This design comes from an exercise in tuning for small area, a short achievable clock period and few clock cycles per item on the open sky130 flow, not from production work. Where RTL was checked, it was by simulation tests only, not by an equivalence proof against the original.

rev 12:
==> flow/design.v <==
`timescale 1ns/100ps
package mpeg_pkg;
	typedef logic [8-1:0] byte_t;
	typedef logic [16-1:0] key_t;
	typedef enum logic {
		run_misc  = 1'b0,
		run_video = 1'b1
	} run_class_e;
	typedef logic [7:0] run_len_t;
	typedef enum logic [1:0] {
		sc_idle,
		sc_zero,
		sc_zero_zero,
		sc_prefix
	} scan_state_e;
	typedef enum logic {
		join_idle,
		join_copy
	} join_state_e;
endpackage
`timescale 1ns/100ps
module lfsr_next #(
	parameter bit DEFAULT = 1'b0
) (
	input  logic cur,
	input  logic shifted,
	input  logic key,
	input  logic sel_key,
	input  logic sel_shift,
	input  logic sel_hold,
	input  logic force_one,
	output logic nx
);
	logic kept;
	assign kept = (sel_key & key) | (sel_shift & shifted) | (sel_hold & cur);
	if (DEFAULT)
		assign nx = kept | force_one;
	else
		assign nx = kept;
endmodule
`timescale 1ns/100ps
module mpeg_scrambler_top (
	input  logic            clk,
	input  logic            rst_n,
	input  mpeg_pkg::byte_t mpeg_in,
	input  logic            mpeg_in_en,
	input  logic            stream_end,
	input  mpeg_pkg::key_t  key_in,
	input  logic            key_en,
	output mpeg_pkg::byte_t mpeg_out,
	output logic            mpeg_out_en,
	output logic            mpeg_prog_full
);
	localparam logic [1:0] SC_IDLE = 2'b00;
	localparam logic [1:0] SC_ZERO = 2'b01;
	localparam logic [1:0] SC_ZERO_ZERO = 2'b11;
	localparam logic [1:0] SC_PREFIX = 2'b10;
	mpeg_pkg::key_t lfsr;
	logic step_d;
	logic key_bit;
	logic [1:0] state;
	logic [1:0] state_nx;
	logic video;
	logic video_nx;
	logic carries_sign;
	logic is_zero;
	logic is_one;
	logic is_slice;
	logic step;
	assign carries_sign = |mpeg_in[7:1];
	assign is_zero = ~carries_sign & ~mpeg_in[0];
	assign is_one = ~carries_sign & mpeg_in[0];
	assign is_slice = (mpeg_in >= 8'h01) && (mpeg_in <= 8'hAF);
	assign key_bit = step_d ? lfsr[14] : lfsr[15];
	assign step = mpeg_in_en & video & carries_sign;
	assign mpeg_prog_full = 1'b0;
	always_comb begin
		state_nx = state;
		video_nx = video;
		case (state)
			SC_IDLE: state_nx = is_zero ? SC_ZERO : SC_IDLE;
			SC_ZERO: state_nx = is_zero ? SC_ZERO_ZERO : SC_IDLE;
			SC_ZERO_ZERO: state_nx = is_one ? SC_PREFIX : (is_zero ? SC_ZERO_ZERO : SC_IDLE);
			default: begin
				state_nx = SC_IDLE;
				video_nx = is_slice;
			end
		endcase
		if (stream_end) begin
			state_nx = SC_IDLE;
			video_nx = 1'b0;
		end
	end
	always_ff @(posedge clk) begin
		mpeg_out <= {mpeg_in[7:1], mpeg_in[0] ^ (video & carries_sign & key_bit)};
		mpeg_out_en <= mpeg_in_en & rst_n;
	end
	logic sel_key;
	logic sel_shift;
	logic sel_hold;
	logic force_one;
	mpeg_pkg::key_t lfsr_shifted;
	mpeg_pkg::key_t lfsr_nx;
	assign sel_key = rst_n & key_en & (key_in != '0);
	assign sel_shift = rst_n & ~key_en & step_d;
	assign sel_hold = rst_n & ~key_en & ~step_d;
	assign force_one = ~rst_n | (key_en & (key_in == '0));
	assign lfsr_shifted = {lfsr[14:0], lfsr[15] ^ lfsr[13] ^ lfsr[12] ^ lfsr[10]};
	for (genvar i = 0; i < 16; i++) begin : g_lfsr
		lfsr_next #(.DEFAULT(16'hACE1 >> i & 1)) next (
			.cur(lfsr[i]),
			.shifted(lfsr_shifted[i]),
			.key(key_in[i]),
			.sel_key(sel_key),
			.sel_shift(sel_shift),
			.sel_hold(sel_hold),
			.force_one(force_one),
			.nx(lfsr_nx[i])
		);
	end
	always_ff @(posedge clk)
		lfsr <= lfsr_nx;
	always_ff @(posedge clk) begin
		if (!rst_n) begin
			step_d <= 1'b0;
			state <= SC_IDLE;
			video <= 1'b0;
		end else begin
			step_d <= step & ~key_en;
			if (mpeg_in_en) begin
				state <= state_nx;
				video <= video_nx;
			end
		end
	end
endmodule
Settings: LEC_CHECK=0, CAP_MARGIN=20, CORE_AREA=2.5 2.5 58.5 58.5, DIE_AREA=0 0 61 61, SETUP_SLACK_MARGIN=3.2, SLEW_MARGIN=20, SYNTH_HIERARCHICAL=1; clock period 5.0 ns.
standard.sh (not shown) runs the stock make flow with config.mk's settings and CLKGATE_MAP_FILE= SYNTH_SCRIPT=/design/flow/synth_recipe.tcl, a recipe that flattens the netlist after the stock synthesis.
==> flow/flow/run.sh <==
#!/bin/bash
# Standard ORFS layout with plain buf_1 cells as the port buffers (buffer_ports otherwise picks a
# delay buffer), a clock tree of clkbuf_4 cells without dummy loads, and the slow wide OR cells
# added to the platform's don't-use list (flow/dont_use.txt holds the platform's list and these),
# so that synthesis builds wide ORs from NOR and NAND gates. Make's full output goes to
# flow_make.log here.
set -euo pipefail
bash standard.sh "BUFFER_PORTS_ARGS=-buffer_cell sky130_fd_sc_hd__buf_1" \
	"CTS_ARGS=-sink_clustering_enable -repair_clock_nets -dont_use_dummy_load -buf_list sky130_fd_sc_hd__clkbuf_4" \
	"DONT_USE_CELLS=$(cat flow/dont_use.txt)" \
	finish > flow_make.log 2>&1
==> flow/flow/dont_use.txt <==
sky130_fd_sc_hd__probe_p_8 sky130_fd_sc_hd__probec_p_8 sky130_fd_sc_hd__lpflow_bleeder_1 sky130_fd_sc_hd__lpflow_clkbufkapwr_1 sky130_fd_sc_hd__lpflow_clkbufkapwr_16 sky130_fd_sc_hd__lpflow_clkbufkapwr_2 sky130_fd_sc_hd__lpflow_clkbufkapwr_4 sky130_fd_sc_hd__lpflow_clkbufkapwr_8 sky130_fd_sc_hd__lpflow_clkinvkapwr_1 sky130_fd_sc_hd__lpflow_clkinvkapwr_16 sky130_fd_sc_hd__lpflow_clkinvkapwr_2 sky130_fd_sc_hd__lpflow_clkinvkapwr_4 sky130_fd_sc_hd__lpflow_clkinvkapwr_8 sky130_fd_sc_hd__lpflow_decapkapwr_12 sky130_fd_sc_hd__lpflow_decapkapwr_3 sky130_fd_sc_hd__lpflow_decapkapwr_4 sky130_fd_sc_hd__lpflow_decapkapwr_6 sky130_fd_sc_hd__lpflow_decapkapwr_8 sky130_fd_sc_hd__lpflow_inputiso0n_1 sky130_fd_sc_hd__lpflow_inputiso0p_1 sky130_fd_sc_hd__lpflow_inputiso1n_1 sky130_fd_sc_hd__lpflow_inputiso1p_1 sky130_fd_sc_hd__lpflow_inputisolatch_1 sky130_fd_sc_hd__lpflow_isobufsrc_1 sky130_fd_sc_hd__lpflow_isobufsrc_16 sky130_fd_sc_hd__lpflow_isobufsrc_2 sky130_fd_sc_hd__lpflow_isobufsrc_4 sky130_fd_sc_hd__lpflow_isobufsrc_8 sky130_fd_sc_hd__lpflow_isobufsrckapwr_16 sky130_fd_sc_hd__lpflow_lsbuf_lh_hl_isowell_tap_1 sky130_fd_sc_hd__lpflow_lsbuf_lh_hl_isowell_tap_2 sky130_fd_sc_hd__lpflow_lsbuf_lh_hl_isowell_tap_4 sky130_fd_sc_hd__lpflow_lsbuf_lh_isowell_4 sky130_fd_sc_hd__lpflow_lsbuf_lh_isowell_tap_1 sky130_fd_sc_hd__lpflow_lsbuf_lh_isowell_tap_2 sky130_fd_sc_hd__lpflow_lsbuf_lh_isowell_tap_4 sky130_fd_sc_hd__or4_1 sky130_fd_sc_hd__or4_2 sky130_fd_sc_hd__or4_4 sky130_fd_sc_hd__or4b_1 sky130_fd_sc_hd__or4b_2 sky130_fd_sc_hd__or4b_4 sky130_fd_sc_hd__or4bb_1 sky130_fd_sc_hd__or4bb_2 sky130_fd_sc_hd__or4bb_4 sky130_fd_sc_hd__or3_1 sky130_fd_sc_hd__or3_2 sky130_fd_sc_hd__or3_4 sky130_fd_sc_hd__or3b_1 sky130_fd_sc_hd__or3b_2 sky130_fd_sc_hd__or3b_4
Rev 12: all stages complete, timing, DRC and antenna checks passed
Here is what was changed in the inputs of rev 13 compared with rev 12.
-- flow/design.v --
<<< rev 12, line 58
	mpeg_pkg::key_t lfsr;
	logic step_d;
	logic key_bit;
	logic [1:0] state;
>>> rev 13, line 58
	mpeg_pkg::key_t lfsr;
	logic step_d;
	logic load_default;
	logic key_bit;
	logic [1:0] state;
<<< rev 12, line 72
	assign is_one = ~carries_sign & mpeg_in[0];
	assign is_slice = (mpeg_in >= 8'h01) && (mpeg_in <= 8'hAF);
	assign key_bit = step_d ? lfsr[14] : lfsr[15];
	assign step = mpeg_in_en & video & carries_sign;
	assign mpeg_prog_full = 1'b0;
>>> rev 13, line 73
	assign is_one = ~carries_sign & mpeg_in[0];
	assign is_slice = (mpeg_in >= 8'h01) && (mpeg_in <= 8'hAF);
	assign key_bit = load_default ? 16'hACE1 >> (16 - 1) : (step_d ? lfsr[14] : lfsr[15]);
	assign step = mpeg_in_en & video & carries_sign;
	assign mpeg_prog_full = 1'b0;
<<< rev 12, line 102
	mpeg_pkg::key_t lfsr_shifted;
	mpeg_pkg::key_t lfsr_nx;
	assign sel_key = rst_n & key_en & (key_in != '0);
	assign sel_shift = rst_n & ~key_en & step_d;
	assign sel_hold = rst_n & ~key_en & ~step_d;
	assign force_one = ~rst_n | (key_en & (key_in == '0));
	assign lfsr_shifted = {lfsr[14:0], lfsr[15] ^ lfsr[13] ^ lfsr[12] ^ lfsr[10]};
	for (genvar i = 0; i < 16; i++) begin : g_lfsr
>>> rev 13, line 103
	mpeg_pkg::key_t lfsr_shifted;
	mpeg_pkg::key_t lfsr_nx;
	assign sel_key = key_en;
	assign sel_shift = ~key_en & ~load_default & step_d;
	assign sel_hold = ~key_en & ~load_default & ~step_d;
	assign force_one = ~key_en & load_default;
	assign lfsr_shifted = {lfsr[14:0], lfsr[15] ^ lfsr[13] ^ lfsr[12] ^ lfsr[10]};
	for (genvar i = 0; i < 16; i++) begin : g_lfsr
<<< rev 12, line 124
		if (!rst_n) begin
			step_d <= 1'b0;
			state <= SC_IDLE;
			video <= 1'b0;
		end else begin
			step_d <= step & ~key_en;
			if (mpeg_in_en) begin
				state <= state_nx;
>>> rev 13, line 125
		if (!rst_n) begin
			step_d <= 1'b0;
			load_default <= 1'b1;
			state <= SC_IDLE;
			video <= 1'b0;
		end else begin
			step_d <= step & ~key_en;
			load_default <= key_en & (key_in == '0);
			if (mpeg_in_en) begin
				state <= state_nx;
Notes after the runs:
Placed cell count for rev 13: 0.53% up relative to rev 12
Worst hold slack deteriorates in rev 13 relative to rev 12.
Changes observed in rev 13 relative to rev 12: combined buffer and inverter count along the critical path lost 1, fmax went up.
On portion of the clock cycle consumed by the worst path in the final layout: between rev 13 and rev 12, it ends up lower for rev 13.
Rev 13 has sequential cell count above what rev 12 had.
In rev 13, the iteration-0 DRC count of the detailed router came out 86 above the value in rev 12.
The mean instance size in the synthesized netlist of rev 13 is higher than that of rev 12.
In rev 13 the HPWL after detailed placement turned out 63 um lower than in rev 12.
When rev 13 is measured against rev 12, its final non-filler cell area turns out about 9% lower.
Multi-input gate share of total cell area was higher in the run labelled rev 12.
Critical path class = input pin to flip-flop: rev 12; critical path class = flip-flop to output port: rev 13
Testbench counts of rev 13, summed over its fixed seeds: cycles 173,216, bytes 173,208.
The RTL of rev 12 was laid out without a check of its function.

## what the ideal ports hide
The flow's constraints put no driver on any port. The routed layouts listed below were extracted and timed again, unchanged, in two steps. Step 1 sets driving cells, clkbuf_16 on the clock port and buf_2 on the other inputs (assumed; they add their load-dependent delay and slew). Step 2 adds t to the input delays and takes it off the output delays; t is the mean of the earliest and latest rising clock arrival at the registers after step 1. Input paths then give back, and output paths get back, about the clock's delay inside the block. Slacks: ideal ports / drivers / drivers and shift; pairs: ideal ports / drivers.
run	t, ns	setup slack, ns	hold WS [ns]	worst slew at a driven data input, ns	cell pins on the clock port's net
rev 12	0.334	2.976 / 2.964 / 2.631	0.471 / 0.471 / 0.471	0.04	1
rev 13	0.328	3.239 / 3.217 / 2.962	0.452 / 0.452 / 0.452	0.03	1
After both steps setup and hold are still met in every run listed. The setup slack of rev 12, which loses most, moves by -0.012 ns with the drivers and by -0.345 ns with both steps.
